Source: an optimization exercise on an open RTL-to-GDS flow (aim: small area). Production flows keep margins and buffers that such runs may drop. Function was checked by simulation only, so behaviour that the tests miss may differ from the original. Power figures rest on the tool's default switching activity, not on a simulated workload.

==> flow/constraint.sdc <==
create_clock -name core_clock -period 8.0 [get_ports {clk_in}]
set_input_delay 1.6000 -clock core_clock [delete_from_list [all_inputs] [get_ports {clk_in}]]
set_output_delay 1.6000 -clock core_clock [all_outputs]
set_load 0.01 [all_outputs]
==> flow/flow/area.script <==
strash
dc2
dch -f
amap -m -F 4 -A 10
topo
==> flow/config.mk <==
export PLATFORM = sky130hd
export DESIGN_NAME = mg_node
export DESIGN_NICKNAME = mg_node
export VERILOG_FILES = /design/flow/design.v
export SDC_FILE = /design/flow/constraint.sdc
export NUM_CORES = 8
export LEC_CHECK = 0
export ABC_AREA = 1
export CAP_MARGIN = 20
export CORE_MARGIN = 2
export CORE_UTILIZATION = 65
export SLEW_MARGIN = 20
==> flow/flow/cutff.py <==
import re,sys
# cutff.py IN.v OUT.v seqcells.txt : replace sequential cell instances with ports
seq=set(open(sys.argv[3]).read().split())
txt=open(sys.argv[1]).read()
m=re.search(r'module\s+(\w+)\s*\((.*?)\);',txt,re.S)
head_ports=m.group(2)
newports=[];decls=[];assigns=[]
def repl(mm):
    typ,inst,body=mm.group(1),mm.group(2),mm.group(3)
    if typ not in seq: return mm.group(0)
    pins=re.findall(r'\.(\w+)\(([^()]*)\)',body)
    base=re.sub(r'[^A-Za-z0-9_]','_',inst.strip().lstrip('\\'))
    for p,net in pins:
        net=net.strip()
        if p in ('Q','Q_N'):
            pn=f'ff_{base}_{p}'; newports.append(pn); decls.append(f'input {pn};'); assigns.append(f'assign {net} = {pn} ;')
        elif p in ('CLK','GATE','CLK_N'):
            continue
        else:
            pn=f'ffin_{base}_{p}'; newports.append(pn); decls.append(f'output {pn};'); assigns.append(f'assign {pn} = {net} ;')
    return ''
body=re.sub(r'^\s*(sky130_fd_sc_hd__\w+)\s+(\S+)\s*\((.*?)\);',repl,txt,flags=re.S|re.M)
newports.sort()
body=body.replace(m.group(0),f'module {m.group(1)}({head_ports}, {", ".join(newports)});\n'+'\n'.join(sorted(decls)),1)
body=body.replace('endmodule','\n'.join(assigns)+'\nendmodule')
open(sys.argv[2],'w').write(body)
==> flow/flow/seqcells.txt <==
sky130_fd_sc_hd__dfbbn_1 sky130_fd_sc_hd__dfbbn_2 sky130_fd_sc_hd__dfbbp_1 sky130_fd_sc_hd__dfrbp_1 sky130_fd_sc_hd__dfrbp_2 sky130_fd_sc_hd__dfrtn_1 sky130_fd_sc_hd__dfrtp_1 sky130_fd_sc_hd__dfrtp_2 sky130_fd_sc_hd__dfrtp_4 sky130_fd_sc_hd__dfsbp_1 sky130_fd_sc_hd__dfsbp_2 sky130_fd_sc_hd__dfstp_1 sky130_fd_sc_hd__dfstp_2 sky130_fd_sc_hd__dfstp_4 sky130_fd_sc_hd__dfxbp_1 sky130_fd_sc_hd__dfxbp_2 sky130_fd_sc_hd__dfxtp_1 sky130_fd_sc_hd__dfxtp_2 sky130_fd_sc_hd__dfxtp_4 sky130_fd_sc_hd__dlrbn_1 sky130_fd_sc_hd__dlrbn_2 sky130_fd_sc_hd__dlrbp_1 sky130_fd_sc_hd__dlrbp_2 sky130_fd_sc_hd__dlrtn_1 sky130_fd_sc_hd__dlrtn_2 sky130_fd_sc_hd__dlrtn_4 sky130_fd_sc_hd__dlrtp_1 sky130_fd_sc_hd__dlrtp_2 sky130_fd_sc_hd__dlrtp_4 sky130_fd_sc_hd__dlxbn_1 sky130_fd_sc_hd__dlxbn_2 sky130_fd_sc_hd__dlxbp_1 sky130_fd_sc_hd__dlxtn_1 sky130_fd_sc_hd__dlxtn_2 sky130_fd_sc_hd__dlxtn_4 sky130_fd_sc_hd__dlxtp_1 sky130_fd_sc_hd__edfxbp_1 sky130_fd_sc_hd__edfxtp_1 sky130_fd_sc_hd__lpflow_inputisolatch_1 sky130_fd_sc_hd__sdfbbn_1 sky130_fd_sc_hd__sdfbbn_2 sky130_fd_sc_hd__sdfbbp_1 sky130_fd_sc_hd__sdfrbp_1 sky130_fd_sc_hd__sdfrbp_2 sky130_fd_sc_hd__sdfrtn_1 sky130_fd_sc_hd__sdfrtp_1 sky130_fd_sc_hd__sdfrtp_2 sky130_fd_sc_hd__sdfrtp_4 sky130_fd_sc_hd__sdfsbp_1 sky130_fd_sc_hd__sdfsbp_2 sky130_fd_sc_hd__sdfstp_1 sky130_fd_sc_hd__sdfstp_2 sky130_fd_sc_hd__sdfstp_4 sky130_fd_sc_hd__sdfxbp_1 sky130_fd_sc_hd__sdfxbp_2 sky130_fd_sc_hd__sdfxtp_1 sky130_fd_sc_hd__sdfxtp_2 sky130_fd_sc_hd__sdfxtp_4 sky130_fd_sc_hd__sedfxbp_1 sky130_fd_sc_hd__sedfxbp_2 sky130_fd_sc_hd__sedfxtp_1 sky130_fd_sc_hd__sedfxtp_2 sky130_fd_sc_hd__sedfxtp_4
==> flow/standard.sh <==
#!/bin/bash
# synth_recipe.tcl (not shown) runs the flow's synth.tcl, then flattens the netlist and writes it again
# the make line also repeats each setting of config.mk as NAME=value (left out here)
make -C /OpenROAD-flow-scripts/flow DESIGN_CONFIG=/design/flow/config.mk WORK_HOME=/design/flow/orfs CLKGATE_MAP_FILE= SYNTH_SCRIPT=/design/flow/synth_recipe.tcl "${@:-finish}"
==> flow/flow/run.sh <==
#!/bin/bash
# Layout flow: the standard synthesis, then the combinational logic between
# the (untouched) registers is remapped by ABC for area and proved equivalent
# to the standard netlist; then the standard ORFS layout with single-size port
# buffers and a clock tree of small buffers.
set -euo pipefail
F=$(pwd)/flow
R=$(pwd)/orfs/results/sky130hd/mg_node/base
LIB=$FLOW_HOME/platforms/sky130hd/lib/sky130_fd_sc_hd__tt_025C_1v80.lib

bash standard.sh synth > synth_std.log 2>&1

# --- remap combinational logic ---
cp $R/1_2_yosys.v $R/1_2_yosys.std.v
cat > resynth.ys <<EOY
read_liberty -ignore_miss_func $LIB
blackbox $(cat $F/seqcells.txt)
read_verilog $R/1_2_yosys.std.v
hierarchy -top $FLOW_TOP
flatten
opt_clean
abc -script $F/area.script -liberty $LIB $(cat $F/dontuse.txt) -D 8000
opt_clean -purge
hilomap -singleton -hicell sky130_fd_sc_hd__conb_1 HI -locell sky130_fd_sc_hd__conb_1 LO
splitnets
opt_clean -purge
stat -liberty $LIB
write_verilog -noattr -noexpr -nohex -nodec $R/1_2_yosys.new.v
EOY
ok=0
if yosys -l resynth.log -q resynth.ys > /dev/null 2>&1; then
  # combinational equivalence with the registers as cut points
  python3 $F/cutff.py $R/1_2_yosys.std.v eq_a.v $F/seqcells.txt
  python3 $F/cutff.py $R/1_2_yosys.new.v eq_b.v $F/seqcells.txt
  cat > eq.ys <<EOY
read_liberty -ignore_miss_func $LIB
read_verilog eq_a.v
rename $FLOW_TOP gold
read_verilog eq_b.v
rename $FLOW_TOP gate
flatten gold gate
miter -equiv -flatten gold gate miter
hierarchy -top miter
opt_clean
techmap
opt -fast
aigmap
write_aiger -zinit eq_miter.aig
EOY
  if yosys -l eq_yosys.log -q eq.ys > /dev/null 2>&1; then
    yosys-abc -c "read_aiger eq_miter.aig; strash; iprove" > eq_abc.log 2>&1 || true
    na=$(grep -c '^\s*sky130_fd_sc_hd__\(dfxtp\|edfxtp\|dfrtp\|dfxbp\)' $R/1_2_yosys.std.v || true)
    nb=$(grep -c '^\s*sky130_fd_sc_hd__\(dfxtp\|edfxtp\|dfrtp\|dfxbp\)' $R/1_2_yosys.new.v || true)
    if grep -q "^UNSATISFIABLE" eq_abc.log && [ "$na" = "$nb" ]; then ok=1; fi
  fi
fi
if [ $ok = 1 ]; then
  echo "remapped netlist proved equivalent; using it" > resynth_status.log
  cp $R/1_2_yosys.new.v $R/1_2_yosys.v
else
  echo "remap not used" > resynth_status.log
fi
rm -f $R/1_synth.odb
touch $R/1_2_yosys.v

export DONT_USE_CELLS="sky130_fd_sc_hd__buf_4 sky130_fd_sc_hd__buf_6 sky130_fd_sc_hd__buf_8 sky130_fd_sc_hd__buf_12 sky130_fd_sc_hd__buf_16"
export BUFFER_PORTS_ARGS="-buffer_cell sky130_fd_sc_hd__buf_1"
export CTS_ARGS="-sink_clustering_enable -repair_clock_nets -dont_use_dummy_load -sink_clustering_size 9 -sink_clustering_max_diameter 45 -buf_list {sky130_fd_sc_hd__clkbuf_4}"
bash standard.sh finish > standard.log 2>&1
==> flow/flow/dontuse.txt <==
-dont_use sky130_fd_sc_hd__probe_p_8 -dont_use sky130_fd_sc_hd__probec_p_8 -dont_use sky130_fd_sc_hd__lpflow_bleeder_1 -dont_use sky130_fd_sc_hd__lpflow_clkbufkapwr_1 -dont_use sky130_fd_sc_hd__lpflow_clkbufkapwr_16 -dont_use sky130_fd_sc_hd__lpflow_clkbufkapwr_2 -dont_use sky130_fd_sc_hd__lpflow_clkbufkapwr_4 -dont_use sky130_fd_sc_hd__lpflow_clkbufkapwr_8 -dont_use sky130_fd_sc_hd__lpflow_clkinvkapwr_1 -dont_use sky130_fd_sc_hd__lpflow_clkinvkapwr_16 -dont_use sky130_fd_sc_hd__lpflow_clkinvkapwr_2 -dont_use sky130_fd_sc_hd__lpflow_clkinvkapwr_4 -dont_use sky130_fd_sc_hd__lpflow_clkinvkapwr_8 -dont_use sky130_fd_sc_hd__lpflow_decapkapwr_12 -dont_use sky130_fd_sc_hd__lpflow_decapkapwr_3 -dont_use sky130_fd_sc_hd__lpflow_decapkapwr_4 -dont_use sky130_fd_sc_hd__lpflow_decapkapwr_6 -dont_use sky130_fd_sc_hd__lpflow_decapkapwr_8 -dont_use sky130_fd_sc_hd__lpflow_inputiso0n_1 -dont_use sky130_fd_sc_hd__lpflow_inputiso0p_1 -dont_use sky130_fd_sc_hd__lpflow_inputiso1n_1 -dont_use sky130_fd_sc_hd__lpflow_inputiso1p_1 -dont_use sky130_fd_sc_hd__lpflow_inputisolatch_1 -dont_use sky130_fd_sc_hd__lpflow_isobufsrc_1 -dont_use sky130_fd_sc_hd__lpflow_isobufsrc_16 -dont_use sky130_fd_sc_hd__lpflow_isobufsrc_2 -dont_use sky130_fd_sc_hd__lpflow_isobufsrc_4 -dont_use sky130_fd_sc_hd__lpflow_isobufsrc_8 -dont_use sky130_fd_sc_hd__lpflow_isobufsrckapwr_16 -dont_use sky130_fd_sc_hd__lpflow_lsbuf_lh_hl_isowell_tap_1 -dont_use sky130_fd_sc_hd__lpflow_lsbuf_lh_hl_isowell_tap_2 -dont_use sky130_fd_sc_hd__lpflow_lsbuf_lh_hl_isowell_tap_4 -dont_use sky130_fd_sc_hd__lpflow_lsbuf_lh_isowell_4 -dont_use sky130_fd_sc_hd__lpflow_lsbuf_lh_isowell_tap_1 -dont_use sky130_fd_sc_hd__lpflow_lsbuf_lh_isowell_tap_2 -dont_use sky130_fd_sc_hd__lpflow_lsbuf_lh_isowell_tap_4 
==> flow/design.v <==
package mg_pkg;
  typedef logic [8*8-1:0] data_t;
  typedef logic [8-1:0] keep_t;
  typedef logic [82*8-1:0] buf_t;
  typedef logic [6:0] buf_len_t;
  typedef logic [8*8-1:0] sn_t;
  typedef logic [6*8-1:0] name_t;
  typedef logic [31:0] ip_addr_t;
  typedef logic [15:0] ip_port_t;
  typedef logic [47:0] mac_addr_t;
  typedef logic [4*8-1:0] sgap_t;
  typedef enum logic [1:0] {IDLE, DECODE, APPLY} ctrl_state_e;
  typedef enum logic [1:0] {OP_NONE, OP_RESN, OP_SGAP} cfg_op_e;
endpackage
`timescale 1ns/1ps
module mg_node (
  input  logic              clk_in,
  input  logic              rst_in,
  input  logic              rx_valid,
  input  mg_pkg::data_t     rx_data,
  input  mg_pkg::keep_t     rx_keep,
  input  logic              rx_last,
  output logic              credit_return,
  output logic              dev_en,
  output mg_pkg::sn_t       dev_sn,
  output mg_pkg::ip_addr_t  mcgroup_addr,
  output mg_pkg::ip_port_t  mcgroup_port,
  output mg_pkg::mac_addr_t src_mac_addr,
  output mg_pkg::ip_addr_t  src_ip_addr,
  output mg_pkg::ip_port_t  src_port,
  output mg_pkg::sgap_t     local_sgap
);
  localparam logic [95:0] CMD_RESN   = "fonwin:resn:";
  localparam logic [31:0] LOCAL_SGAP = "sgap";
  localparam logic [47:0] DEV_NAME   = "f9pcap";
  localparam logic [1:0] C_MID  = 2'd0;
  localparam logic [1:0] C_NONE = 2'd1;
  localparam logic [1:0] C_RESN = 2'd2;
  localparam logic [1:0] C_SGAP = 2'd3;
  logic [2:0] cnt;
  logic [1:0] wp, rp;
  logic [1:0] qcode [4];
  logic [1:0] hold;      
  logic [1:0] op_q;
  logic       pop;
  logic       apply_resn, apply_sgap, apply_any;
  logic [1:0] frame_code;
  assign pop        = (cnt != 3'd0) && (hold == 2'd0);
  assign apply_any  = (hold == 2'd3) && op_q[1];
  assign apply_resn = apply_any && !op_q[0];
  assign apply_sgap = apply_any &&  op_q[0];
  always_ff @(posedge clk_in) begin
    if (rx_valid) qcode[wp] <= rx_last ? frame_code : C_MID;
  end
  always_ff @(posedge clk_in) begin
    if (rst_in) begin
      cnt           <= '0;
      wp            <= '0;
      rp            <= '0;
      hold          <= '0;
      credit_return <= 1'b0;
    end else begin
      credit_return <= pop;
      if (rx_valid) wp <= wp + 2'd1;
      if (pop)      rp <= rp + 2'd1;
      case ({rx_valid, pop})
        2'b10:   cnt <= cnt + 3'd1;
        2'b01:   cnt <= cnt - 3'd1;
        default: cnt <= cnt;
      endcase
      if (hold != 2'd0) hold <= hold + 2'd1;
      else if (pop && qcode[rp] != C_MID) hold <= 2'd1;
    end
  end
  always_ff @(posedge clk_in) begin
    if (pop) op_q <= qcode[rp];
  end
  logic [5:0] acnt;
  logic [3:0] nbytes;
  logic [5:0] len_next;
  logic [7:0] lane_d [8];
  logic       lane_k [8];
  logic [7:0] s1_d [8], s2_d [8], rot_d [8];
  logic       s1_k [8], s2_k [8], rot_k [8];
  logic [2:0] row [8];
  logic [43:0] we;
  assign nbytes   = rx_keep[0] ? 4'd8 : rx_keep[1] ? 4'd7 : rx_keep[2] ? 4'd6 :
                    rx_keep[3] ? 4'd5 : rx_keep[4] ? 4'd4 : rx_keep[5] ? 4'd3 :
                    rx_keep[6] ? 4'd2 : 4'd1;
  assign len_next = acnt + 6'(nbytes);
  always_comb begin
    for (int i = 0; i < 8; i++) begin
      lane_d[i] = rx_data[(7-i)*8 +: 8];
      lane_k[i] = rx_keep[7-i];
    end
    for (int j = 0; j < 8; j++) begin
      s1_d[j]  = acnt[0] ? lane_d[(j+7)%8] : lane_d[j];
      s1_k[j]  = acnt[0] ? lane_k[(j+7)%8] : lane_k[j];
    end
    for (int j = 0; j < 8; j++) begin
      s2_d[j]  = acnt[1] ? s1_d[(j+6)%8] : s1_d[j];
      s2_k[j]  = acnt[1] ? s1_k[(j+6)%8] : s1_k[j];
    end
    for (int j = 0; j < 8; j++) begin
      rot_d[j] = acnt[2] ? s2_d[(j+4)%8] : s2_d[j];
      rot_k[j] = acnt[2] ? s2_k[(j+4)%8] : s2_k[j];
    end
    for (int j = 0; j < 8; j++) begin
      row[j] = acnt[5:3] + ((3'(j) < acnt[2:0]) ? 3'd1 : 3'd0);
    end
    for (int p = 0; p < 44; p++) begin
      we[p] = (acnt <= 6'(p)) && (len_next > 6'(p));
    end
  end
  logic        hr, hs, hn;         
  logic        ok_r, ok_s, ok_n;
  logic        pend_resn;          
  logic        pend_name;          
  logic        wb, ab;             
  logic [7:0]  bank0 [18:31];
  logic [7:0]  bank1 [18:31];
  logic [7:0]  tail  [32:43];
  logic [7:0]  abank [18:31];
  logic [63:0] sn_ref;
  logic        resn_done, sgap_done;
  always_comb begin
    for (int p = 18; p < 32; p++) abank[p] = ab ? bank1[p] : bank0[p];
  end
  assign sn_ref = pend_resn ? {abank[18], abank[19], abank[20], abank[21],
                               abank[22], abank[23], abank[24], abank[25]}
                            : dev_sn;
  always_comb begin
    ok_r = 1'b1;
    ok_s = 1'b1;
    ok_n = 1'b1;
    for (int p = 0; p < 12; p++) begin
      if (we[p] && rot_d[p%8] != CMD_RESN[(11-p)*8 +: 8]) ok_r = 1'b0;
    end
    for (int p = 0; p < 8; p++) begin
      if (we[p] && rot_d[p%8] != sn_ref[(7-p)*8 +: 8]) ok_s = 1'b0;
    end
    for (int p = 8; p < 12; p++) begin
      if (we[p] && rot_d[p%8] != LOCAL_SGAP[(11-p)*8 +: 8]) ok_s = 1'b0;
    end
    for (int p = 12; p < 18; p++) begin
      if (we[p] && rot_d[p%8] != DEV_NAME[(17-p)*8 +: 8]) ok_n = 1'b0;
    end
  end
  assign resn_done  = hr && ok_r && (len_next == 6'd44);
  assign sgap_done  = hs && ok_s && (len_next == 6'd22);
  assign frame_code = resn_done ? C_RESN : (sgap_done ? C_SGAP : C_NONE);
  always_ff @(posedge clk_in) begin
    if (rst_in) begin
      acnt      <= '0;
      hr        <= 1'b1;
      hs        <= 1'b1;
      hn        <= 1'b1;
      wb        <= 1'b0;
      ab        <= 1'b0;
      pend_resn <= 1'b0;
    end else begin
      if (rx_valid) begin
        if (rx_last) begin
          acnt <= '0;
          hr   <= 1'b1;
          hs   <= 1'b1;
          hn   <= 1'b1;
          if (resn_done || sgap_done) wb <= !wb;
        end else begin
          if (!(acnt[5] && acnt[4])) acnt <= len_next;
          hr <= hr && ok_r;
          hs <= hs && ok_s;
          hn <= hn && ok_n;
        end
      end
      if (apply_any) ab <= !ab;
      if (rx_valid && rx_last && resn_done) pend_resn <= 1'b1;
      else if (apply_resn) pend_resn <= 1'b0;
    end
  end
  always_ff @(posedge clk_in) begin
    if (rx_valid && rx_last && resn_done) pend_name <= hn && ok_n;
  end
  always_ff @(posedge clk_in) begin
    for (int p = 18; p < 32; p++) begin
      if (rx_valid && we[p] && !wb) bank0[p] <= rot_d[p%8];
      if (rx_valid && we[p] &&  wb) bank1[p] <= rot_d[p%8];
    end
    for (int p = 32; p < 44; p++) begin
      if (rx_valid && we[p]) tail[p] <= rot_d[p%8];
    end
  end
  logic name_ok;
  logic r_ld0, r_ld1, r_hold, g_ld0, g_ld1, g_hold;
  logic [111:0] rb0, rb1, rq, rd;
  logic [95:0]  tl, tq, td;
  logic [31:0]  gb0, gb1, gq, gd;
  assign r_ld0  = apply_resn && !ab && !rst_in;
  assign r_ld1  = apply_resn &&  ab && !rst_in;
  assign r_hold = !apply_resn && !rst_in;
  assign g_ld0  = apply_sgap && !ab && !rst_in;
  assign g_ld1  = apply_sgap &&  ab && !rst_in;
  assign g_hold = !apply_sgap && !rst_in;
  always_comb begin
    for (int p = 18; p < 32; p++) begin
      rb0[(31-p)*8 +: 8] = bank0[p];
      rb1[(31-p)*8 +: 8] = bank1[p];
    end
    for (int p = 32; p < 44; p++) tl[(43-p)*8 +: 8] = tail[p];
    gb0 = rb0[111:80];
    gb1 = rb1[111:80];
  end
  assign rq = {dev_sn, mcgroup_addr, mcgroup_port};
  assign tq = {src_mac_addr, src_ip_addr, src_port};
  assign gq = local_sgap;
  assign rd = ({112{r_ld0}} & rb0) | ({112{r_ld1}} & rb1) | ({112{r_hold}} & rq);
  assign td = ({96{r_ld0 | r_ld1}} & tl) | ({96{r_hold}} & tq);
  assign gd = ({32{g_ld0}} & gb0) | ({32{g_ld1}} & gb1) | ({32{g_hold}} & gq);
  always_ff @(posedge clk_in) begin
    {dev_sn, mcgroup_addr, mcgroup_port}    <= rd;
    {src_mac_addr, src_ip_addr, src_port}   <= td;
    local_sgap                              <= gd;
    dev_en  <= name_ok && !rst_in;
    name_ok <= ((r_ld0 | r_ld1) && pend_name) || (r_hold && name_ok);
  end
endmodule
==> results of run 1 <==
sequential cells by signal, summed over array words and instances, names as in the netlist, 2 cells and up, named ones only:
signal        cells
mcgroup_port     16
src_port         16
tail             96
hold              2
op_q              2
src_ip_addr      32
wp                2
acnt              6
rp                2
src_mac_addr     48
qcode             8
bank1           112
cnt               3
dev_sn           64
bank0           112
local_sgap       32
mcgroup_addr     32
routing by layer:
metal | track usage, % | share of wire (%) | vias up
met3 | 7.14 | 11 | 326
met1 | 51.2 | 36 | 9287
met4 | 19.9 | 5.7 | 0
met5 | 0 | 0 | -
li1 | - | - | 8459
met2 | 64.4 | 47 | 1558
area by class of cell:
cell class              instances  area [um^2]
flip-flops and latches        597        15300
fillers                      2245         8880
multi-input cells            1029         6680
repair buffers                376         1650
inverters                     239          898
clock buffers                  78          586
well taps                     455          569
diodes                          5         12.5
critical path: cells and delay by family:
family,cells,cell delay (ns)
compound gates,8,0.98
simple gates,18,3.49
buf+inv,7,1.18
path summary, 6_finish.rpt:
check / from / endpoint / cells past startpoint
worst min register to register: bank1[28][1] / mcgroup_addr[9] / 2
worst max register to register: acnt[0] / wb / 17
worst max-delay path: rx_keep[5] / wb / 33
worst min-delay path: bank1[28][1] / mcgroup_addr[9] / 2
through the flow:
step | utilization [%] | TNS, ns | std cells
3_5_place_dp | 72.5 | 0 | 2695
3_3_place_gp | 72.5 | 0 | 2695
6_report | 74.3 | 0 | 2779
4_1_cts | 74.2 | 0 | 2773
2_1_floorplan | - | -115.63 | 1866
5_1_grt | 74.3 | 0 | 2777
power groups by stage:
| stage | Combinational, W | Clock [W] | Sequential (W) |
|---|---|---|---|
| after detailed placement | 0.000823 | 0 | 0.00349 |
| final | 0.000861 | 0.00136 | 0.00342 |
| after floorplan | 0.000467 | 0 | 0.00350 |
| after global placement | 0.000799 | 0 | 0.00348 |
| after global routing | 0.000905 | 0.00148 | 0.00343 |
| after CTS | 0.000827 | 0.00136 | 0.00342 |
==> qor.csv, run 1 <==
stage;metric;value;unit
critical_path;end_kind;flop;
power_and_ir_drop;ir_drop;0.214;mV
clocking;cts_hold_buf;0;
clocking;cts_sinks;597;
critical_path;cpMostUsedCell;nor2_1;
drt;drt-vias-per-instance;7.06;
clocking;clock_latency;0.84;ns
floorplanning;start_util;66.0;%
drt;ant_nets;0;
job;drv_cap;0;
floorplanning;ios;318;
placement;place_ws;0.884;ns
cells_and_area;area_growth;12.7;%
critical_path;critPathKind;in -> reg;
placement;postPlaceCellArea;0.0250;mm^2
clocking;cts_tree;yes;
drt;wirelength;73.4;mm
power_and_ir_drop;finalPower;0.00564;W
min_path;hold_class;reg -> reg;
clocking;cts_setup_buffers;0;
drt;drc;0;
cells_and_area;final_common_cell;o22ai_1;
grt;grt_pass1_vias;18400;
clocking;cts_resized;0;
drt;drt_iter0_markers;2692;
drt;vias;19600;
yosys;avgSynthCellArea;12.2;um^2
power_and_ir_drop;power_density;220;mW/mm^2
outcome;status;no timing/DRC/antenna violations;
timing;hold_ws;0.449;ns
timing;fin_crit_sh;81.8;%
grt;grt_pass1_wl;108;mm
placement;io_buffers;316;
timing;worstMarginPinSlew;1.18;ns
clocking;cts_buffer_depth;3;
grt;grt_util_all_layers;39.5;%
timing;max_freq;153;MHz
timing;rsz0062_at_grt;false;
floorplanning;die_x;191;um
floorplanning;dieArea;0.0366;mm^2
timing;slew_headroom;21.6;%
critical_path;crit_path_max_incr_delay;0.61;ns
cells_and_area;final_nets;2397;
timing;finClkSkew;0.0709;ns
cells_and_area;drive_above_1_share;6.90;%
timing;slew_viol_final;0;
clocking;cts_made_buffers;78;
yosys;syn-instance-count;1866;
power_and_ir_drop;clock_power_share;24.2;%
critical_path;required;8.71;ns
grt;antenna_found_initial;3;
critical_path;crit_path_max_fanout;8;
power_and_ir_drop;power_frac_seq;60.6;%
critical_path;slowest_stage;nor4_1;
cells_and_area;final_cell_area;0.0257;mm^2
grt;grt_max_degree;105;
timing;finalWorstSetupSlack;1.46;ns
placement;dp_hpwl;52.1;mm
placement;gp_congestion;1.04;
floorplanning;core.rowCount;68;
drt;first_pass_iters;7;
clocking;htreeDepth;3;
yosys;syn-num-nets;1942;
critical_path;startpoint_type;primary input;
power_and_ir_drop;netSwitchingPower;0.00160;W
critical_path;worst_ep_arrival_time;7.25;ns
floorplanning;die_h;191;um
power_and_ir_drop;power.leakage;8.04;nW
power_and_ir_drop;swShare;28.3;%
yosys;syn_area;0.0228;mm^2
critical_path;r2r_setup_slack;1.61;ns
drt;wl_per_cell;26.4;um
timing;hold_violations;0;
power_and_ir_drop;power_frac_comb;15.2;%
power_and_ir_drop;intPower;0.00405;W
yosys;yosysWarningCount;14;
grt;grt.overflow.total;0;
clocking;clk_pin_slew_worst_paths;0.10;ns
timing;setup_viol;0;
clocking;cts_root_buffer;clkbuf_4;
cells_and_area;final_cell_mix;o22ai_1, edfxtp_1, buf_1;
floorplanning;core-area;0.0345;mm^2
timing;fin_crit;6.54;ns
==> run 2, diff against run 1 <==
--- a/flow/config.mk
+++ b/flow/config.mk
@@ -8,5 +8,5 @@
 export ABC_AREA = 1
 export CAP_MARGIN = 20
 export CORE_MARGIN = 2
-export CORE_UTILIZATION = 65
+export CORE_UTILIZATION = 75
 export SLEW_MARGIN = 20
==> qor.csv, run 2 <==
stage;metric;value;unit;change
clocking;cts_root_buffer;clkbuf_4;;
cells_and_area;largestRegisters;bank0 (112), bank1 (112), tail (96);;
drt;drt_iter0_markers;5298;;+97%
timing;setup_viol;0;;unchanged
grt;grt_util_all_layers;53.5;%;+14 points
placement;postPlaceCellArea;0.0249;mm^2;-0.65%
clocking;cts_resized;0;;unchanged
clocking;cts_sinks;597;;unchanged
cells_and_area;multi_input_comb_area;0.00669;mm^2;+0.22%
grt;antenna_found_initial;2;;-1
placement;post-place-cells;2620;;-2.8%
placement;place_ws;0.828;ns;-0.0555 ns
job;drv_cap;0;;unchanged
cells_and_area;area_growth;11.9;%;
grt;grt_pass1_wl;125;mm;+16%
clocking;cts_setup_buffers;0;;unchanged
clocking;cts_hold_buf;0;;unchanged
clocking;cts_buffer_depth;3;;unchanged
placement;dp_hpwl;54.6;mm;+4.8%
placement;gp_congestion;1.14;;+9.4%
drt;first_pass_iters;17;;+10
timing;hold_violations;0;;unchanged
yosys;syn_area;0.0228;mm^2;unchanged
cells_and_area;regArea;0.0153;mm^2;unchanged
power_and_ir_drop;power_density;227;mW/mm^2;+3.4%
cells_and_area;final_cell_area;0.0255;mm^2;-0.69%
grt;grt.overflow.total;0;;unchanged
yosys;yosysWarningCount;14;;unchanged
drt;wirelength;85.2;mm;+16%
timing;finalWorstSetupSlack;1.12;ns;-0.336 ns
cells_and_area;final_nets;2385;;-0.50%
clocking;clk_pin_slew_worst_paths;0.09;ns;about the same
timing;hold_ws;0.470;ns;+0.0207 ns
timing;slew_headroom;17.8;%;-3.8 points
placement;io_buffers;316;;unchanged
critical_path;crit_family;simple AND/OR/NAND/NOR gates;;
grt;grt_max_degree;105;;unchanged
timing;worstMarginPinSlew;1.23;ns;+0.0570 ns
yosys;syn-instance-count;1866;;unchanged
floorplanning;start_util;76.5;%;+11 points
timing;finClkSkew;0.101;ns;+0.0296 ns
drt;vias;21800;;+11%
clocking;cts_tree;yes;;
cells_and_area;final_common_cell;o22ai_1;;
floorplanning;die_x;178;um;-6.8%
critical_path;startpoint_type;primary input;;
timing;max_freq;145;MHz;-4.9%
power_and_ir_drop;clock_power_share;24.6;%;+0.4 points
yosys;avgSynthCellArea;12.2;um^2;unchanged
power_and_ir_drop;swShare;30.3;%;+2.0 points
power_and_ir_drop;netSwitchingPower;0.00175;W;+9.9%
critical_path;critPathBufInv;6;;-1
critical_path;end_kind;flop;;
timing;slew_viol_final;0;;unchanged
drt;drt-vias-per-instance;8.06;;+14%
yosys;syn-num-nets;1942;;unchanged
timing;fin_crit_sh;86.0;%;+4.2 points
critical_path;required;8.67;ns;-0.04 ns
critical_path;crit_path_max_incr_delay;0.52;ns;-0.09 ns
clocking;cts_made_buffers;77;;-1.3%
min_path;hold_class;reg -> reg;;
floorplanning;core-area;0.0298;mm^2;-14%
cells_and_area;final_cell_mix;o22ai_1, edfxtp_1, buf_1;;
floorplanning;dieArea;0.0318;mm^2;-13%
cells_and_area;drive_above_1_share;6.55;%;-0.35 points
critical_path;cpMostUsedCell;nor2_1;;
drt;ant_nets;0;;unchanged
grt;grt_pass1_vias;21100;;+15%
power_and_ir_drop;power.leakage;7.99;nW;-0.71%
power_and_ir_drop;ir_drop;0.226;mV;+5.4%
critical_path;slowest_stage;nor4_1;;
timing;rsz0062_at_grt;false;;
critical_path;worst_ep_arrival_time;7.55;ns;+0.30 ns
floorplanning;core.rowCount;63;;-7.4%
clocking;clock_latency;0.78;ns;-0.06 ns
floorplanning;die_h;178;um;-6.8%
critical_path;crit_path_max_fanout;8;;unchanged
power_and_ir_drop;power_frac_comb;16.3;%;+1.1 points
drt;drc;0;;unchanged
drt;wl_per_cell;31.6;um;+19%
floorplanning;ios;318;;unchanged
power_and_ir_drop;intPower;0.00404;W;-0.15%
cells_and_area;nFillCells;1340;;-40%
outcome;status;no timing/DRC/antenna violations;;
clocking;htreeDepth;3;;unchanged
critical_path;critPathKind;in -> reg;;
timing;fin_crit;6.88;ns;+0.336 ns
cells_and_area;final_cells;2699;;-2.9%
power_and_ir_drop;power_frac_seq;59.0;%;-1.6 points
[run 2: worst min-delay path, stage by stage, from the launching register on]
cell and delay [ns]:
dfxtp_1 0.32, clkinv_1 0.04, o22ai_1 0.06
[run 2: per-layer routing]
| metal | GRT usage, % | vias to the layer above | wire length [um] |
|---|---|---|---|
| met5 | 0.160 | - | 0 |
| li1 | - | 8426 | - |
| met4 | 39.8 | 0 | 8330 |
| met3 | 18.8 | 856 | 14000 |
| met1 | 62.6 | 9744 | 25200 |
| met2 | 81.7 | 2738 | 37700 |
[run 2: final cells by class]
cell class,instances,area share (%)
Inverter,239,3.52
Timing Repair Buffer,365,6.11
Tap cell,390,1.91
Multi-Input combinational cell,1029,26.3
Sequential cell,597,59.9
Clock buffer,77,2.27
Antenna cell,2,0.0196
[run 2: power by group through the flow]
stage	sequential (W)	combinational, W	clock, W
2_1_floorplan	0.00350	0.000467	0
3_3_place_gp	0.00347	0.000790	0
3_5_place_dp	0.00348	0.000841	0
4_1_cts	0.00342	0.000866	0.00137
5_1_grt	0.00343	0.000961	0.00147
6_report	0.00342	0.000946	0.00143
[run 2: through the flow]
step           utilization (%)  TNS (ns)  total power (W)
6_report                  85.5         0          0.00580
5_1_grt                   85.5         0          0.00586
4_1_cts                   85.4         0          0.00566
3_5_place_dp              83.5         0          0.00433
3_3_place_gp              83.5         0          0.00426
2_1_floorplan                -   -115.63          0.00396
[run 2: final timing paths]
check | from | end | slack (ns) | cells after the start
worst min-delay path | local_sgap[23] | local_sgap[23] | 0.47 | 2
worst max-delay path | rx_keep[5] | wb | 1.12 | 31
worst max register to register | acnt[0] | wb | 1.39 | 17
worst min register to register | local_sgap[23] | local_sgap[23] | 0.47 | 2
==> run 3, diff against run 2 <==
--- a/flow/config.mk
+++ b/flow/config.mk
@@ -8,5 +8,5 @@
 export ABC_AREA = 1
 export CAP_MARGIN = 20
 export CORE_MARGIN = 2
-export CORE_UTILIZATION = 75
+export CORE_UTILIZATION = 45
 export SLEW_MARGIN = 20
==> qor.csv, run 3 <==
stage;metric;value;unit;change
timing;fin_crit_sh;84.0;%;-2.0 points
critical_path;cp-startpoint;rx_keep[5];;
timing;slew_viol_final;0;;unchanged
clocking;clock_latency;0.88;ns;+0.10 ns
clocking;cts_made_buffers;83;;+7.8%
critical_path;slowest_stage;nor3_1;;
cells_and_area;drive_above_1_share;7.42;%;+0.88 points
clocking;htreeDepth;3;;unchanged
critical_path;rr_startpoint;acnt[2];;
grt;grt_util_all_layers;29.7;%;-24 points
critical_path;startpoint_type;primary input;;
clocking;cts_tree;yes;;
power_and_ir_drop;power.leakage;8.10;nW;+1.4%
drt;drt-vias-per-instance;6.24;;-23%
placement;dp_hpwl;55.5;mm;+1.6%
timing;tns;0;ns;unchanged
floorplanning;ios;318;;unchanged
grt;antenna_found_initial;2;;unchanged
cells_and_area;nFillCells;4596;;+240%
drt;ant_nets;0;;unchanged
clocking;cts_sinks;597;;unchanged
yosys;avgSynthCellArea;12.2;um^2;unchanged
placement;io_buffers;316;;unchanged
drt;wirelength;79.9;mm;-6.2%
power_and_ir_drop;ir_drop;0.158;mV;-30%
floorplanning;dieArea;0.0524;mm^2;+65%
critical_path;crit_path_max_fanout;8;;unchanged
outcome;status;no timing/DRC/antenna violations;;
clocking;cts_buffer_depth;3;;unchanged
yosys;syn-instance-count;1866;;unchanged
timing;rsz0062_at_grt;false;;
clocking;cts_resized;0;;unchanged
drt;first_pass_iters;8;;-9
critical_path;critPathKind;in -> reg;;
job;drv_cap;0;;unchanged
yosys;syn_area;0.0228;mm^2;unchanged
floorplanning;die_x;229;um;+28%
critical_path;worst_ep_arrival_time;7.47;ns;-0.08 ns
grt;grt_pass1_vias;18100;;-14%
critical_path;required;8.75;ns;+0.08 ns
grt;grt_pass1_wl;116;mm;-7.3%
power_and_ir_drop;power_density;220;mW/mm^2;-3.2%
timing;max_freq;149;MHz;+2.4%
power_and_ir_drop;finalPower;0.00573;W;-1.1%
timing;worstMarginPinSlew;1.09;ns;-0.141 ns
timing;hold_violations;0;;unchanged
critical_path;end_kind;flop;;
drt;wl_per_cell;26.6;um;-16%
floorplanning;core.rowCount;82;;+30%
drt;drt_iter0_markers;1817;;-66%
floorplanning;die_h;229;um;+28%
cells_and_area;area_growth;14.3;%;
drt;vias;18800;;-14%
grt;grt_max_degree;104;;-0.95%
cells_and_area;final_nets;2408;;+0.96%
min_path;hold_start;bank0[28][4];;
cells_and_area;final_common_cell;o22ai_1;;
yosys;syn-num-nets;1942;;unchanged
clocking;cts_setup_buffers;0;;unchanged
clocking;cts_hold_buf;0;;unchanged
timing;setup_viol;0;;unchanged
timing;fin_crit;6.72;ns;-0.161 ns
critical_path;cpMostUsedCell;nor2_1;;
cells_and_area;largestRegisters;bank0 (112), bank1 (112), tail (96);;
critical_path;crit_path_max_incr_delay;0.52;ns;about the same
min_path;hold_class;reg -> reg;;
cells_and_area;final_cell_mix;o22ai_1, edfxtp_1, buf_1;;
yosys;yosysWarningCount;14;;unchanged
clocking;clk_pin_slew_worst_paths;0.10;ns;about the same
floorplanning;core-area;0.0501;mm^2;+68%
timing;slew_headroom;27.2;%;+9.4 points
grt;grt.overflow.total;0;;unchanged
clocking;cts_root_buffer;clkbuf_4;;
floorplanning;start_util;45.5;%;-31 points
drt;drc;0;;unchanged
placement;gp_congestion;1.02;;-11%
critical_path;r2r_setup_slack;1.98;ns;+0.59 ns
timing;finClkSkew;0.0832;ns;-0.0174 ns
[run 3: layer usage]
| layer | vias to the layer above | GRT usage [%] | part of all wire, % |
|---|---|---|---|
| li1 | 8520 | - | - |
| met1 | 9207 | 39.0 | 41 |
| met2 | 856 | 48.9 | 48 |
| met3 | 171 | 5.45 | 7.5 |
| met4 | 0 | 11.7 | 3.7 |
| met5 | - | 0 | 0 |
[run 3: path summary, 6_finish.rpt]
check                                        end  depth (start not counted)
worst min-delay path            mcgroup_addr[12]                          2
worst min register to register  mcgroup_addr[12]                          2
worst max-delay path                          wb                         31
worst max register to register                wb                         22
[run 3: per-stage QoR]
step	setup WS (ns)	util (%)	hold WS, ns	cell area, um^2	std cells
finish	1.28	52.0	0.417	26000	3005
global route	0.824	52.0	0.402	26000	3005
CTS	1.53	51.9	0.390	26000	3001
detailed placement	0.673	50.7	0.449	25400	2918
global placement	0.726	50.6	0.443	25400	2917
floorplan	-1.88	-	0.422	22800	1866
[run 3: layout make-up]
cell class / instances / area [um^2] / share of cell area, %
antenna: 3 / 7.51 / 0.0288
clock buffer: 83 / 623 / 2.39
inverter: 239 / 898 / 3.45
multi-input combinational: 1029 / 6690 / 25.7
sequential: 597 / 15300 / 58.7
tap: 672 / 841 / 3.23
timing repair buffer: 382 / 1710 / 6.55
[run 3: where the power goes]
part	switching (W)	leakage, nW	internal [W]	total, W
logic	0.000642	2.59	0.000243	0.000885
clock network	0.000955	0.382	0.000477	0.00143
registers	0.0000517	5.13	0.00336	0.00342
[run 3: worst max-delay path, delay by kind of cell]
| family | cells | cell delay (ns) |
|---|---|---|
| AOI/OAI and AO/OA | 8 | 1.24 |
| and+or+nand+nor | 17 | 3.40 |
| buffers and inverters | 6 | 1.24 |
==> run 4, diff against run 3 <==
--- a/flow/config.mk
+++ b/flow/config.mk
@@ -8,5 +8,5 @@
 export ABC_AREA = 1
 export CAP_MARGIN = 20
 export CORE_MARGIN = 2
-export CORE_UTILIZATION = 45
+export CORE_UTILIZATION = 55
 export SLEW_MARGIN = 20
==> qor.csv, run 4 <==
stage;metric;value;unit;change
power_and_ir_drop;power.leakage;8.08;nW;-0.23%
min_path;hold_class;reg -> reg;;
grt;grt_util_all_layers;34.4;%;+4.7 points
critical_path;cp_num_cells;32;;+3.2%
yosys;yosysWarningCount;14;;unchanged
power_and_ir_drop;ir_drop;0.186;mV;+18%
drt;ant_nets;0;;unchanged
floorplanning;dieArea;0.0431;mm^2;-18%
drt;first_pass_iters;9;;+1
clocking;cts_resized;0;;unchanged
critical_path;critPathKind;in -> reg;;
job;drv_cap;0;;unchanged
yosys;avgSynthCellArea;12.2;um^2;unchanged
critical_path;ff2ff_path_depth;25;;+14%
grt;grt_pass1_vias;17800;;-1.4%
critical_path;cp-startpoint;rx_keep[5];;
timing;slew_viol_final;0;;unchanged
critical_path;crit_path_max_fanout;8;;unchanged
placement;io_buffers;316;;unchanged
cells_and_area;final_cells;2864;;-4.7%
clocking;clock_latency;0.82;ns;-0.06 ns
critical_path;end_kind;flop;;
critical_path;critPathBufInv;7;;+1
timing;setup_viol;0;;unchanged
drt;drc;0;;unchanged
clocking;cts_tree;yes;;
power_and_ir_drop;finalPower;0.00568;W;-0.85%
placement;postPlaceCellArea;0.0252;mm^2;-0.79%
grt;grt_max_degree;80;;-23%
critical_path;required;8.71;ns;-0.04 ns
floorplanning;ios;318;;unchanged
timing;worstMarginPinSlew;1.13;ns;+0.0415 ns
outcome;status;no timing/DRC/antenna violations;;
cells_and_area;final_cell_area;0.0258;mm^2;-0.90%
clocking;clk_pin_slew_worst_paths;0.10;ns;about the same
timing;slew_headroom;22.4;%;-4.7 points
clocking;htreeDepth;3;;unchanged
critical_path;crit_family;simple AND/OR/NAND/NOR gates;;
critical_path;startpoint_type;primary input;;
critical_path;r2r_setup_slack;2.01;ns;+0.03 ns
cells_and_area;area_growth;13.2;%;
timing;fin_crit;6.61;ns;-0.104 ns
drt;wl_per_cell;26.4;um;-0.75%
critical_path;rr_startpoint;acnt[0];;
critical_path;worst_ep_arrival_time;7.32;ns;-0.15 ns
critical_path;crit_path_max_incr_delay;0.59;ns;+0.07 ns
placement;gp_congestion;1.02;;+0.33%
grt;grt_pass1_wl;111;mm;-3.8%
cells_and_area;largestRegisters;bank0 (112), bank1 (112), tail (96);;
critical_path;cpMostUsedCell;nor2_1;;
timing;rsz0062_at_grt;false;;
power_and_ir_drop;power_density;220;mW/mm^2;about the same
timing;hold_violations;0;;unchanged
drt;wirelength;75.6;mm;-5.4%
clocking;cts_made_buffers;81;;-2.4%
critical_path;endpoint;wb;;
cells_and_area;drive_above_1_share;7.17;%;-0.25 points
yosys;syn-num-nets;1942;;unchanged
yosys;syn-instance-count;1866;;unchanged
drt;drt_iter0_markers;2294;;+26%
grt;grt.overflow.total;0;;unchanged
cells_and_area;nFillCells;3325;;-28%
timing;max_freq;151;MHz;+1.6%
yosys;syn_area;0.0228;mm^2;unchanged
floorplanning;core.rowCount;74;;-9.8%
cells_and_area;final_cell_mix;o22ai_1, edfxtp_1, buf_1;;
clocking;cts_buffer_depth;3;;unchanged
drt;vias;18900;;+0.73%
floorplanning;start_util;55.8;%;+10 points
placement;dp_hpwl;53.6;mm;-3.4%
cells_and_area;final_nets;2406;;-0.083%
timing;hold_ws;0.430;ns;+0.0133 ns
timing;tns;0;ns;unchanged
floorplanning;die_x;208;um;-9.4%
timing;finClkSkew;0.107;ns;+0.0239 ns
clocking;cts_hold_buf;0;;unchanged
clocking;cts_root_buffer;clkbuf_4;;
clocking;cts_setup_buffers;0;;unchanged
critical_path;r2r-end;wb;;
critical_path;slowest_stage;nor4_1;;
timing;fin_crit_sh;82.7;%;-1.3 points
cells_and_area;final_common_cell;o22ai_1;;
drt;drt-vias-per-instance;6.60;;+5.7%
grt;antenna_found_initial;4;;+2
floorplanning;core-area;0.0408;mm^2;-18%
placement;post-place-cells;2779;;-4.8%
floorplanning;die_h;208;um;-9.4%
clocking;cts_sinks;597;;unchanged
-- run 4: worst min path at each step --
stage	cells after the start	end	from	slack [ns]
CTS	2	mcgroup_addr[14]	bank0[28][6]	0.41
floorplan	1	flop	rp[1]	0.42
global placement	1	flop	rp[1]	0.44
finish	2	mcgroup_addr[14]	bank0[28][6]	0.43
detailed placement	2	mcgroup_addr[26]	mcgroup_addr[26]	0.44
global route	2	mcgroup_addr[14]	bank0[28][6]	0.43
-- run 4: layout make-up --
class                           count  area [um^2]  share of cell area (%)
Clock buffer                       81          608                    2.36
Antenna cell                        4         10.0                  0.0388
Timing Repair Buffer              382         1680                    6.52
Sequential cell                   597        15300                    59.2
Tap cell                          532          666                    2.58
Inverter                          239          898                    3.48
Multi-Input combinational cell   1029         6670                    25.8
-- run 4: metal layers --
metal	wire length (um)	track usage, %	vias up
met5	0	0	-
met4	2680	12.1	0
met3	6470	6.58	168
met2	36400	56.2	1040
met1	30000	46.2	9181
li1	-	-	8501
-- run 4: worst min-delay path, delay by kind of cell (launching register included) --
family          cells  cell delay [ns]
compound gates      1             0.08
buf+inv             1             0.05
flops               1             0.33
-- run 4: report_power, final --
group	total (W)	switching, W	leakage [nW]	internal, W
registers	0.00341	0.0000502	5.13	0.00336
logic	0.000865	0.000627	2.58	0.000238
clock network	0.00140	0.000939	0.373	0.000465
total	0.00568	0.00162	8.08	0.00407
-- run 4: through the flow --
stage               util, %  worst slack, ns
floorplan                 -            -1.88
global placement       61.7            0.955
detailed placement     61.7            0.895
CTS                    63.2             1.69
global route           63.2            0.978
finish                 63.2             1.39
==> run 5, diff against run 4 <==
--- a/flow/flow/run.sh
+++ b/flow/flow/run.sh
@@ -65,5 +65,5 @@
 
 export DONT_USE_CELLS="sky130_fd_sc_hd__buf_4 sky130_fd_sc_hd__buf_6 sky130_fd_sc_hd__buf_8 sky130_fd_sc_hd__buf_12 sky130_fd_sc_hd__buf_16"
 export BUFFER_PORTS_ARGS="-buffer_cell sky130_fd_sc_hd__buf_1"
-export CTS_ARGS="-sink_clustering_enable -repair_clock_nets -dont_use_dummy_load -sink_clustering_size 9 -sink_clustering_max_diameter 45 -buf_list {sky130_fd_sc_hd__clkbuf_4}"
+export CTS_ARGS="-sink_clustering_enable -repair_clock_nets -dont_use_dummy_load -sink_clustering_size 20 -sink_clustering_max_diameter 60 -buf_list {sky130_fd_sc_hd__clkbuf_8}"
 bash standard.sh finish > standard.log 2>&1
--- a/flow/config.mk
+++ b/flow/config.mk
@@ -8,5 +8,5 @@
 export ABC_AREA = 1
 export CAP_MARGIN = 20
 export CORE_MARGIN = 2
-export CORE_UTILIZATION = 55
+export CORE_UTILIZATION = 45
 export SLEW_MARGIN = 20
==> qor.csv, run 5 <==
stage;metric;value;unit;change
outcome;status;no timing/DRC/antenna violations;;
timing;fin_crit;6.85;ns;+0.238 ns
clocking;htreeDepth;2;;-1
timing;slew_viol_final;0;;unchanged
clocking;cts_made_buffers;44;;-46%
clocking;clk_pin_slew_worst_paths;0.11;ns;about the same
drt;first_pass_iters;6;;-3
placement;place_ws;0.673;ns;-0.222 ns
min_path;whs_endpoint;mcgroup_addr[26];;
min_path;hold_start;bank1[26][2];;
drt;drt_iter0_markers;1817;;-21%
cells_and_area;multi_input_comb_area;0.00669;mm^2;+0.34%
critical_path;ff2ff_path_depth;22;;-12%
clocking;cts_hold_buf;0;;unchanged
floorplanning;start_util;45.5;%;-10 points
placement;gp_congestion;1.02;;-0.33%
cells_and_area;area_growth;14.2;%;
critical_path;crit_path_max_incr_delay;0.51;ns;-0.08 ns
grt;antenna_found_initial;0;;-4
clocking;cts_tree;yes;;
timing;finalWorstSetupSlack;1.15;ns;-0.238 ns
timing;hold_violations;0;;unchanged
cells_and_area;drive_above_1_share;5.85;%;-1.3 points
cells_and_area;diodes;0;;-4
cells_and_area;nFillCells;4559;;+37%
drt;vias;18500;;-1.8%
floorplanning;core-area;0.0501;mm^2;+23%
cells_and_area;final_nets;2369;;-1.5%
clocking;cts_root_buffer;clkbuf_8;;
critical_path;worst_ep_arrival_time;7.41;ns;+0.09 ns
clocking;cts_setup_buffers;0;;unchanged
grt;grt_pass1_wl;115;mm;+3.0%
min_path;holdPathStages;2;;unchanged
grt;grt_util_all_layers;29.3;%;-5.0 points
cells_and_area;final_cell_area;0.0260;mm^2;+0.81%
critical_path;r2r_setup_slack;2.03;ns;+0.02 ns
timing;fin_crit_sh;85.6;%;+3.0 points
cells_and_area;regArea;0.0153;mm^2;unchanged
timing;slew_headroom;28.8;%;+6.3 points
floorplanning;dieArea;0.0524;mm^2;+22%
grt;grt.overflow.total;0;;unchanged
critical_path;r2r-end;wb;;
power_and_ir_drop;power_density;220;mW/mm^2;-0.35%
critical_path;cpMostUsedCell;nor2_1;;
timing;rsz0062_at_grt;false;;
power_and_ir_drop;ir_drop;0.155;mV;-16%
placement;io_buffers;316;;unchanged
yosys;syn-num-nets;1942;;unchanged
critical_path;critPathKind;in -> reg;;
timing;setup_viol;0;;unchanged
clocking;cts_sinks;597;;unchanged
timing;max_freq;146;MHz;-3.5%
critical_path;rr_startpoint;acnt[2];;
critical_path;startpoint_type;primary input;;
job;drv_cap;0;;unchanged
cells_and_area;final_cell_mix;o22ai_1, edfxtp_1, buf_1;;
clocking;clock_latency;0.66;ns;-0.16 ns
cells_and_area;final_common_cell;o22ai_1;;
power_and_ir_drop;finalPower;0.00571;W;+0.46%
critical_path;slowest_stage;nor3_1;;
yosys;yosysWarningCount;14;;unchanged
drt;drc;0;;unchanged
drt;drt-vias-per-instance;6.26;;-5.1%
yosys;syn-instance-count;1866;;unchanged
floorplanning;die_h;229;um;+10%
drt;wirelength;79.5;mm;+5.2%
grt;grt_max_degree;104;;+30%
drt;wl_per_cell;26.8;um;+1.7%
yosys;avgSynthCellArea;12.2;um^2;unchanged
floorplanning;ios;318;;unchanged
power_and_ir_drop;power.leakage;8.03;nW;-0.58%
grt;grt_pass1_vias;17800;;-0.079%
critical_path;end_kind;flop;;
timing;finClkSkew;0.0716;ns;-0.0355 ns
cells_and_area;largestRegisters;bank0 (112), bank1 (112), tail (96);;
clocking;cts_buffer_depth;3;;unchanged
critical_path;crit_path_max_fanout;8;;unchanged
yosys;syn_area;0.0228;mm^2;unchanged
placement;postPlaceCellArea;0.0254;mm^2;+0.80%
placement;dp_hpwl;55.5;mm;+3.5%
drt;ant_nets;0;;unchanged
floorplanning;die_x;229;um;+10%
critical_path;required;8.56;ns;-0.15 ns
timing;worstMarginPinSlew;1.07;ns;-0.0658 ns
clocking;cts_resized;0;;unchanged
floorplanning;core.rowCount;82;;+11%
min_path;hold_class;reg -> reg;;
## run 5: layout make-up
cell class              count  area share (%)
clock buffers              44            2.33
inverters                 239            3.45
multi-input cells        1029            25.7
flip-flops and latches    597            58.7
well taps                 672            3.23
repair buffers            382            6.56
## run 5: worst max-delay path by stage
stage,depth (start not counted),startpoint,to
2_1_floorplan,3,rst_in,dev_sn[0]
3_3_place_gp,31,rx_keep[5],wb
3_5_place_dp,31,rx_keep[5],wb
4_1_cts,31,rx_keep[5],wb
5_1_grt,32,rx_keep[5],wb
6_report,31,rx_keep[5],wb
## run 5: power breakdown
part / total (W) / switching, W / internal (W)
registers: 0.00342 / 0.0000521 / 0.00336
logic: 0.000884 / 0.000641 / 0.000243
clock network: 0.00141 / 0.000915 / 0.000495
total: 0.00571 / 0.00161 / 0.00410
## run 5: through the flow
step	std cells	setup TNS [ns]	util, %	hold slack, ns
after floorplan	1866	-115.63	-	0.422
after global placement	2917	0	50.6	0.443
after detailed placement	2918	0	50.7	0.449
after CTS	2962	0	51.9	0.450
after global routing	2963	0	51.9	0.474
final	2963	0	51.9	0.448
## run 5: routing by layer
metal  track usage, %  share of wire, %
met5                0                 0
met4             10.9               3.6
met3             4.63               7.7
met2             48.6                48
met1             39.1                41
## run 5: critical path, delay by kind of cell
family	cells	cell delay (ns)
AND/OR/NAND/NOR	17	3.34
AO/OA/AOI/OAI	8	1.21
buffers and inverters	6	1.22
==> run 6, diff against run 5 <==
==> flow/flow/run.sh (replaced) <==
#!/bin/bash
# Layout flow: the standard synthesis, then the combinational logic between
# the (untouched) registers is remapped by ABC for area a few times, keeping
# the smallest netlist, which is proved equivalent to the standard netlist;
# then the standard ORFS layout with single-size port buffers and a clock tree
# of small buffers.
set -euo pipefail
F=$(pwd)/flow
R=$(pwd)/orfs/results/sky130hd/mg_node/base
LIB=$FLOW_HOME/platforms/sky130hd/lib/sky130_fd_sc_hd__tt_025C_1v80.lib

bash standard.sh synth > synth_std.log 2>&1
cp $R/1_2_yosys.v $R/1_2_yosys.std.v

# remap IN OUT TAG: one ABC area pass over the logic between the registers
remap() {
  cat > resynth_$3.ys <<EOY
read_liberty -ignore_miss_func $LIB
blackbox $(cat $F/seqcells.txt)
read_verilog $1
hierarchy -top $FLOW_TOP
flatten
opt_clean
abc -script $F/area.script -liberty $LIB $(cat $F/dontuse.txt) -D 8000
opt_clean -purge
hilomap -singleton -hicell sky130_fd_sc_hd__conb_1 HI -locell sky130_fd_sc_hd__conb_1 LO
splitnets
opt_clean -purge
stat -liberty $LIB
write_verilog -noattr -noexpr -nohex -nodec $2
EOY
  yosys -l resynth_$3.log -q resynth_$3.ys > /dev/null 2>&1 || return 1
  grep "Chip area for module" resynth_$3.log | tail -1 | awk '{print $NF}'
}

best=""; best_area=""; cur=$R/1_2_yosys.std.v
for i in 1 2 3 4 5 6; do
  out=$R/1_2_yosys.r$i.v
  if a=$(remap $cur $out $i); then
    echo "pass $i: $a" >> resynth_status.log
    if [ -z "$best" ] || awk "BEGIN{exit !($a < $best_area)}"; then best=$out; best_area=$a; fi
    cur=$out
  else
    echo "pass $i failed" >> resynth_status.log
    break
  fi
done

ok=0
if [ -n "$best" ]; then
  # combinational equivalence with the registers as cut points
  python3 $F/cutff.py $R/1_2_yosys.std.v eq_a.v $F/seqcells.txt
  python3 $F/cutff.py $best eq_b.v $F/seqcells.txt
  cat > eq.ys <<EOY
read_liberty -ignore_miss_func $LIB
read_verilog eq_a.v
rename $FLOW_TOP gold
read_verilog eq_b.v
rename $FLOW_TOP gate
flatten gold gate
miter -equiv -flatten gold gate miter
hierarchy -top miter
opt_clean
techmap
opt -fast
aigmap
write_aiger -zinit eq_miter.aig
EOY
  if yosys -l eq_yosys.log -q eq.ys > /dev/null 2>&1; then
    yosys-abc -c "read_aiger eq_miter.aig; strash; iprove" > eq_abc.log 2>&1 || true
    na=$(grep -c '^\s*sky130_fd_sc_hd__\(dfxtp\|edfxtp\|dfrtp\|dfxbp\)' $R/1_2_yosys.std.v || true)
    nb=$(grep -c '^\s*sky130_fd_sc_hd__\(dfxtp\|edfxtp\|dfrtp\|dfxbp\)' $best || true)
    if grep -q "^UNSATISFIABLE" eq_abc.log && [ "$na" = "$nb" ]; then ok=1; fi
  fi
fi
if [ $ok = 1 ]; then
  echo "using $best ($best_area), proved equivalent" >> resynth_status.log
  cp $best $R/1_2_yosys.v
else
  echo "remap not used" >> resynth_status.log
fi
rm -f $R/1_synth.odb
touch $R/1_2_yosys.v

export BUFFER_PORTS_ARGS="-buffer_cell sky130_fd_sc_hd__buf_1"
export CTS_ARGS="-sink_clustering_enable -repair_clock_nets -dont_use_dummy_load -sink_clustering_size 9 -sink_clustering_max_diameter 45 -buf_list {sky130_fd_sc_hd__clkbuf_4}"
bash standard.sh finish > standard.log 2>&1
--- a/flow/config.mk
+++ b/flow/config.mk
@@ -6,7 +6,7 @@
 export NUM_CORES = 8
 export LEC_CHECK = 0
 export ABC_AREA = 1
-export CAP_MARGIN = 20
+export CAP_MARGIN = 5
 export CORE_MARGIN = 2
-export CORE_UTILIZATION = 45
-export SLEW_MARGIN = 20
+export CORE_UTILIZATION = 65
+export SLEW_MARGIN = 5
==> qor.csv, run 6 <==
stage;metric;value;unit;change
outcome;status;no timing/DRC/antenna violations;;
cells_and_area;final_cell_mix;o22ai_1, edfxtp_1, buf_1;;
drt;vias;19100;;+2.9%
grt;grt_pass1_wl;105;mm;-8.2%
timing;rsz0062_at_grt;false;;
drt;wirelength;72.1;mm;-9.4%
timing;slew_viol_final;0;;unchanged
cells_and_area;area_growth;12.2;%;
drt;drc;0;;unchanged
timing;finalWorstSetupSlack;1.78;ns;+0.636 ns
power_and_ir_drop;power.leakage;8.07;nW;+0.41%
cells_and_area;final_common_cell;o22ai_1;;
power_and_ir_drop;power_density;216;mW/mm^2;-1.5%
clocking;cts_setup_buffers;0;;unchanged
clocking;clk_pin_slew_worst_paths;0.09;ns;-0.02 ns
floorplanning;die_x;190;um;-17%
timing;slew_headroom;8.81;%;-20 points
clocking;cts_buffer_depth;3;;unchanged
timing;fin_crit_sh;77.7;%;-7.9 points
cells_and_area;largestRegisters;bank0 (112), bank1 (112), tail (96);;
clocking;clock_latency;0.82;ns;+0.16 ns
critical_path;required;8.60;ns;+0.04 ns
cells_and_area;nFillCells;2359;;-48%
critical_path;worst_ep_arrival_time;6.82;ns;-0.59 ns
yosys;syn-num-nets;1939;;-0.15%
timing;hold_violations;0;;unchanged
critical_path;rr_startpoint;acnt[2];;
placement;dp_hpwl;49.8;mm;-10%
min_path;hold_class;reg -> reg;;
clocking;cts_hold_buf;0;;unchanged
timing;setup_viol;0;;unchanged
grt;grt_pass1_vias;18000;;+1.2%
power_and_ir_drop;ir_drop;0.220;mV;+42%
yosys;yosysWarningCount;14;;unchanged
timing;finClkSkew;0.0957;ns;+0.0241 ns
clocking;cts_tree;yes;;
timing;fin_crit;6.22;ns;-0.636 ns
drt;first_pass_iters;8;;+2
critical_path;ff2ff_path_depth;14;;-36%
drt;drt-vias-per-instance;6.91;;+10%
clocking;cts_root_buffer;clkbuf_4;;
timing;max_freq;161;MHz;+10%
critical_path;cp-startpoint;rx_keep[5];;
grt;grt_max_degree;96;;-7.7%
yosys;avgSynthCellArea;12.1;um^2;-0.85%
critical_path;end_kind;flop;;
placement;gp_congestion;0.983;;-3.4%
clocking;cts_resized;0;;unchanged
power_and_ir_drop;finalPower;0.00547;W;-4.1%
floorplanning;dieArea;0.0362;mm^2;-31%
floorplanning;start_util;65.6;%;+20 points
timing;worstMarginPinSlew;1.37;ns;+0.300 ns
critical_path;startpoint_type;primary input;;
drt;ant_nets;0;;unchanged
drt;drt_iter0_markers;2512;;+38%
critical_path;r2r_setup_slack;2.08;ns;+0.05 ns
floorplanning;core.rowCount;68;;-17%
critical_path;endpoint;qcode[3][1];;
timing;tns;0;ns;unchanged
floorplanning;ios;318;;unchanged
drt;wl_per_cell;26.1;um;-2.7%
clocking;htreeDepth;3;;+1
grt;grt_util_all_layers;39.2;%;+9.9 points
yosys;syn_area;0.0226;mm^2;-1.0%
critical_path;crit_path_max_fanout;8;;unchanged
grt;grt.overflow.total;0;;unchanged
critical_path;critPathKind;in -> reg;;
grt;antenna_found_initial;1;;+1
placement;place_ws;1.12;ns;+0.448 ns
placement;io_buffers;316;;unchanged
critical_path;r2r-end;qcode[3][1];;
floorplanning;die_h;190;um;-17%
cells_and_area;final_nets;2382;;+0.55%
clocking;cts_made_buffers;79;;+80%
job;drv_cap;0;;unchanged
clocking;cts_sinks;597;;unchanged
yosys;syn-instance-count;1863;;-0.16%
cells_and_area;drive_above_1_share;6.16;%;+0.31 points
floorplanning;core-area;0.0344;mm^2;-31%
==> run 6: cell types whose count changed in the layout (fill, tap and decap cells not counted), moves of 8 or more <==
cell / before / now
a21oi_1: 42 / 59
a22o_1: 3 / 96
a32o_1: 97 / 1
buf_4: 64 / 46
clkbuf_4: 0 / 79
clkbuf_8: 44 / 0
clkinv_1: 232 / 203
nand2_1: 64 / 75
nand4_1: 8 / 16
nor2_1: 133 / 163
nor3_1: 27 / 18
o21ai_0: 46 / 74
o22ai_1: 371 / 347
==> run 6: how the worst min path moves through the flow <==
stage / startpoint / end / cells past startpoint
2_1_floorplan: name_ok / dev_en / 2
4_1_cts: name_ok / dev_en / 2
3_5_place_dp: name_ok / dev_en / 2
3_3_place_gp: name_ok / dev_en / 2
6_report: name_ok / dev_en / 2
5_1_grt: name_ok / dev_en / 2
==> run 6: metrics by stage <==
stage,hold WS (ns),utilization (%),std cells,area [um^2]
global route,0.445,73.6,2760,25300
floorplan,0.394,-,1863,22600
global placement,0.407,71.9,2680,24700
finish,0.429,73.6,2760,25300
detailed placement,0.406,71.9,2680,24700
CTS,0.425,73.6,2759,25300
==> run 6: power by group <==
group	internal, W	total [W]	leakage, nW	switching [W]
Sequential	0.00334	0.00339	5.13	0.0000502
Combinational	0.000191	0.000692	2.57	0.000500
Clock	0.000455	0.00140	0.363	0.000942
==> run 6: final cells by class <==
class / instances / area [um^2] / share of cell area (%)
diodes: 1 / 2.50 / 0.00989
well taps: 455 / 569 / 2.25
multi-input cells: 1056 / 6540 / 25.9
repair buffers: 362 / 1530 / 6.05
clock buffers: 79 / 593 / 2.34
flip-flops and latches: 597 / 15300 / 60.4
inverters: 210 / 791 / 3.13
==> run 6: worst max-delay path, stage by stage <==
cell and delay [ns]:
buf_1 0.10, clkinv_1 0.06, a21oi_1 0.13, nor2_1 0.05, nor2_1 0.09, o21ai_0 0.14, nor2_1 0.24, o22ai_1 0.13
nor2_1 0.16, a21oi_1 0.08, o22ai_1 0.33, nand2_1 0.14, o21ai_0 0.19, clkinv_1 0.33, nor2_1 0.35, clkinv_1 0.24
nor2_1 0.20, clkinv_1 0.10, o22ai_1 0.22, a31oi_1 0.06, a21oi_1 0.17, o2111ai_1 0.11, a2111oi_0 0.32, buf_4 0.21
nand3_1 0.10, nor4_1 0.50, a31oi_1 0.15, nor2_1 0.28
==> run 6: per-layer routing <==
| layer | vias to the layer above | routed length, um | track usage [%] |
|---|---|---|---|
| met4 | 0 | 3670 | 19.3 |
| met1 | 9096 | 26500 | 51.9 |
| met2 | 1391 | 33200 | 61.3 |
| li1 | 8322 | - | - |
| met3 | 267 | 8690 | 9.50 |
| met5 | - | 0 | 0 |

static timing again, ports no longer ideal:
Ports are ideal in the flow. The routed layouts listed here were re-timed in OpenROAD. Step 1 (the two cells are an assumption about what drives the block):
set clk [get_ports {clk_in}]
set_driving_cell -lib_cell sky130_fd_sc_hd__clkbuf_16 $clk
set_driving_cell -lib_cell sky130_fd_sc_hd__buf_2 [delete_from_list [all_inputs] $clk]
Step 2, shift: input delay + t, output delay - t, t = (earliest + latest rising clock arrival at the registers) / 2. This alone moves slack from input paths to output paths. a / b / c = ideal / step 1 / step 2; a / b = the first two.
run	shift t [ns]	setup slack, ns	hold WS [ns]	worst setup path at the end	clock arrival spread, ns
run 1	0.839	1.457 / 1.489 / 0.651	0.449 / 0.449 / 0.449	input to register	0.105 / 0.105
run 2	0.786	1.121 / 1.153 / 0.366	0.470 / 0.470 / 0.470	input to register	0.103 / 0.103
run 3	0.899	1.282 / 1.318 / 0.418	0.417 / 0.417 / 0.417	input to register	0.099 / 0.099
run 4	0.825	1.386 / 1.420 / 0.595	0.430 / 0.430 / 0.430	input to register	0.107 / 0.107
run 5	0.681	1.148 / 1.184 / 0.503	0.448 / 0.448 / 0.448	input to register	0.071 / 0.072
run 6	0.820	1.784 / 1.810 / 0.990	0.429 / 0.429 / 0.429	input to register	0.096 / 0.096
After both steps setup and hold are still met in every run listed. The setup slack of run 3, which loses most, moves by +0.036 ns with the drivers and by -0.864 ns with both steps.
